This design comes from an exercise in tuning for small area, a short achievable clock period and few clock cycles on the open sky130 flow, not from production work. Only simulation tests tie the RTL to the original design; equivalence was not proved. Power and IR drop assume default switching activity.

Setup of exp/fjord:
## poker_table
module poker_table
#(
	parameter poker_money_pkg::chip_t START_CHIPS = 15'd2000
)
(
	input logic clock,
	input logic resetn,
	input logic start,
	input logic action_valid,
	input poker_flow_pkg::action_t action,
	input logic showdown_valid,
	input poker_flow_pkg::winner_t showdown_winner,
	output logic action_ready,
	output logic showdown_ready,
	output poker_money_pkg::seat_t to_act,
	output poker_flow_pkg::street_t street,
	output poker_money_pkg::chip_t stack0,
	output poker_money_pkg::chip_t stack1,
	output poker_money_pkg::chip_t bet0,
	output poker_money_pkg::chip_t bet1,
	output poker_money_pkg::chip_t pot,
	output logic hand_over,
	output logic match_over,
	output poker_money_pkg::seat_t match_winner
);
==> flow/config.mk <==
export PLATFORM = sky130hd
export DESIGN_NAME = poker_table
export DESIGN_NICKNAME = poker_table
export VERILOG_FILES = /design/flow/design.v
export SDC_FILE = /design/flow/constraint.sdc
export NUM_CORES = 4
export LEC_CHECK = 0
export CAP_MARGIN = 20
export CORE_MARGIN = 2
export CORE_UTILIZATION = 40
export SLEW_MARGIN = 20
==> flow/constraint.sdc <==
create_clock -name core_clock -period 14.0 [get_ports {clock}]
set_input_delay 2.8000 -clock core_clock [delete_from_list [all_inputs] [get_ports {clock}]]
set_output_delay 2.8000 -clock core_clock [all_outputs]
set_load 0.01 [all_outputs]
standard.sh (not shown) runs the stock make flow with config.mk's settings and CLKGATE_MAP_FILE= SYNTH_SCRIPT=/design/flow/synth_recipe.tcl, a recipe that flattens the netlist after the stock synthesis.
==> flow/flow/run.sh <==
#!/bin/bash
# Standard synthesis and layout, run stage by stage so each stage can get its
# own ORFS settings: flow/stage_<name>.txt holds make variable assignments,
# one per line (for example a setup margin for the timing repair, or the
# buffer cell for the port buffers). Each stage logs to <name>.log here.
set -euo pipefail
run() {
	local name=$1 target=$2
	local -a extra=()
	if [[ -f flow/stage_$name.txt ]]; then
		while IFS= read -r line; do
			[[ -z $line || $line == \#* ]] || extra+=("$line")
		done < flow/stage_$name.txt
	fi
	bash standard.sh "${extra[@]}" "$target" > "$name.log" 2>&1
}
bash standard.sh synth > synth.log 2>&1
run fp floorplan
run place place
run cts cts
run route finish
==> flow/flow/stage_fp.txt <==
SETUP_SLACK_MARGIN=9.5
==> flow/flow/stage_place.txt <==
BUFFER_PORTS_ARGS=-buffer_cell sky130_fd_sc_hd__buf_2
==> flow/flow/stage_route.txt <==
SETUP_SLACK_MARGIN=9.5
SETUP_MOVE_SEQUENCE=unbuffer,sizeup,swap
Testbench counts of exp/fjord, summed over its fixed seeds: cycles 10,701.
--- input diff exp/fjord..exp/raven ---
==> flow/run.sh (new file) <==
#!/bin/bash
# synth_recipe.tcl (not shown) runs the flow's synth.tcl, then flattens the netlist and writes it again
# the make line also repeats each setting of config.mk as NAME=value (left out here)
make -C /OpenROAD-flow-scripts/flow DESIGN_CONFIG=/design/flow/config.mk WORK_HOME=/design/flow/orfs CLKGATE_MAP_FILE= SYNTH_SCRIPT=/design/flow/synth_recipe.tcl finish
removed: flow/flow/run.sh
removed: flow/flow/stage_fp.txt
removed: flow/flow/stage_place.txt
removed: flow/flow/stage_route.txt
removed: flow/standard.sh
==> run summary <==
Clock buffer count from CTS across exp/raven and exp/fjord: no real change. Final net count: exp/fjord vs exp/raven — no meaningful difference. exp/raven ended up with a higher highest cell delay on the worst timing path than exp/fjord did. Compared with exp/fjord, exp/raven shows global-route wire length before repair that has gone down slightly. The faster design of the two is exp/fjord; exp/raven tops out lower. Sort exp/raven and exp/fjord by fraction of power consumed by sequential logic asc -> top: exp/fjord. Compared with exp/fjord, exp/raven shows total of plain and repair buffers excluding clock buffers that has gone down by a few percent. Re core utilization of the finished layout: exp/raven is 2.3 points down on exp/fjord. Re worst setup slack: exp/raven and exp/fjord aren't equal, and the lower value belongs to exp/raven. exp/fjord → exp/raven: share of post-route cells with drive strength above 1 shrank by 18 points, worst hold slack across all endpoints grew by 12 ps.
### exp/raven -> exp/quartz
--- a/flow/config.mk
+++ b/flow/config.mk
@@ -8,4 +8,5 @@
 export CAP_MARGIN = 20
 export CORE_MARGIN = 2
-export CORE_UTILIZATION = 40
+export CORE_UTILIZATION = 65
+export PLACE_DENSITY = 0.75
 export SLEW_MARGIN = 20
==> run summary <==
Sort exp/quartz and exp/raven by power per standard cell area, ascending, and exp/raven comes first. Delta (exp/quartz minus exp/raven): fraction of power consumed by the clock network has increased, initial standard-cell utilization of the core has increased, buffers plus inverters on the worst setup path has remained practically unchanged. A termination of the worst setup path of stack0[10] is what exp/raven shows, while stack1[10] belongs to exp/quartz. exp/quartz against exp/raven; number of global-route vias before repair is up by a few percent. Where post-layout minimum cycle time is concerned, exp/raven is better than exp/quartz. In terms of portion of netlist area occupied by mux cells, exp/quartz and exp/raven differ only marginally. Min setup slack across exp/quartz and exp/raven: exp/quartz. Going from exp/raven to exp/quartz, design internal power shows an increase of 3.8%, sequential share of layout area higher.
The inputs of exp/maple differ from those of exp/quartz as listed below.
==> flow/flow/run.sh (new file) <==
#!/bin/bash
# Standard synthesis and layout, run stage by stage so each stage can get its
# own ORFS settings: flow/stage_<name>.txt holds make variable assignments,
# one per line (for example a setup margin for the timing repair, or the
# buffer cell for the port buffers). Each stage logs to <name>.log here.
set -euo pipefail
run() {
	local name=$1 target=$2
	local -a extra=()
	if [[ -f flow/stage_$name.txt ]]; then
		while IFS= read -r line; do
			[[ -z $line || $line == \#* ]] || extra+=("$line")
		done < flow/stage_$name.txt
	fi
	bash standard.sh "${extra[@]}" "$target" > "$name.log" 2>&1
}
bash standard.sh synth > synth.log 2>&1
run fp floorplan
run place place
run cts cts
run route finish
==> flow/flow/stage_fp.txt (new file) <==
SETUP_SLACK_MARGIN=9.5
==> flow/flow/stage_place.txt (new file) <==
BUFFER_PORTS_ARGS=-buffer_cell sky130_fd_sc_hd__buf_2
==> flow/standard.sh (new file) <==
#!/bin/bash
# synth_recipe.tcl (not shown) runs the flow's synth.tcl, then flattens the netlist and writes it again
# the make line also repeats each setting of config.mk as NAME=value (left out here)
make -C /OpenROAD-flow-scripts/flow DESIGN_CONFIG=/design/flow/config.mk WORK_HOME=/design/flow/orfs CLKGATE_MAP_FILE= SYNTH_SCRIPT=/design/flow/synth_recipe.tcl "${@:-finish}"
--- a/flow/config.mk
+++ b/flow/config.mk
@@ -8,5 +8,4 @@
 export CAP_MARGIN = 20
 export CORE_MARGIN = 2
-export CORE_UTILIZATION = 65
-export PLACE_DENSITY = 0.75
+export CORE_UTILIZATION = 40
 export SLEW_MARGIN = 20
removed: flow/run.sh
[summary]
exp/maple improves on exp/quartz in final worst slack.
Measured against exp/maple, the die area of exp/quartz comes out at 0.62 times the reference value.
NOTE: data arrival time of the critical path in exp/maple falls short of that of exp/quartz
Clock network area share in exp/maple is 0.50 points lower than in exp/quartz
Sort exp/maple and exp/quartz by met1 global-route usage, descending, and exp/quartz comes first.
exp/maple ended up with a lower global-route usage than exp/quartz did.
In the reports for exp/maple and exp/quartz, the larger power per cell area belongs to exp/quartz.
Compared with exp/quartz, exp/maple shows a final area that is 0.74% higher.
Minimum period implied by the final worst setup slack delta (exp/maple − exp/quartz): favourable
There was hardly any difference in worst hold slack between exp/quartz and exp/maple.
Relative to exp/maple, the following input files were edited for exp/garnet:
==> flow/flow/run.sh <==
#!/bin/bash
set -euo pipefail
MARGIN=$(cat flow/margin.txt 2>/dev/null || echo 9)
bash standard.sh synth > synth.log 2>&1
bash standard.sh SETUP_SLACK_MARGIN=$MARGIN finish > layout.log 2>&1
==> flow/flow/margin.txt (new file) <==
9.5
removed: flow/flow/stage_fp.txt
removed: flow/flow/stage_place.txt
==> comparison <==
- exp/garnet reached the final stage; the timing, design-rule and antenna checks on its layout passed.
- Taking exp/maple as the reference, in exp/garnet sequential cell fraction of total power lower; sum of internal, switching and leakage power higher.
- exp/garnet ended up with stack1[10] as its worst setup path endpoint; exp/maple ended up with stack0[10].
- From exp/maple to exp/garnet the numbers moved as follows: finished layout cell area grew by 0.0031 mm^2, final weighted congestion in routability-driven placement grew by about 2.5%, minimum hold slack grew by 14 ps, number of inserted diodes held steady, part of the cycle the worst path needs shrank by 2.7 points.
- fa_2 as the cell with the biggest individual delay on the critical path was reported by exp/garnet, and o41ai_2 by exp/maple.
- exp/garnet ended up with a higher depth of the most critical reg-to-reg path than exp/maple did.

port drivers added, routing unchanged:
In the flow no input, the clock included, has a driving cell. The finished layouts below were timed again as built, in two steps.
Step 1, drivers: a clkbuf_16 drives clock and a buf_2 each remaining input, both assumed.
Step 2 also shifts input and output timing later by t, the mid clock arrival at the registers, as if the neighbouring blocks saw the same clock.
Slacks: ideal / step 1 / step 2; pairs: ideal / step 1.
run | t (ns) | slack for setup (ns) | hold WS [ns]
exp/fjord | 0.402 | 8.462 / 8.411 / 8.732 | 0.481 / 0.481 / 0.481
exp/raven | 0.400 | 7.538 / 7.489 / 7.708 | 0.494 / 0.494 / 0.494
exp/quartz | 0.396 | 7.459 / 7.416 / 7.736 | 0.483 / 0.483 / 0.483
exp/maple | 0.401 | 8.275 / 8.225 / 7.955 | 0.482 / 0.482 / 0.482
exp/garnet | 0.401 | 8.656 / 8.604 / 8.707 | 0.496 / 0.496 / 0.496
After both steps setup and hold are still met in every run listed. The setup slack of exp/maple, which loses most, moves by -0.050 ns with the drivers and by -0.320 ns with both steps.
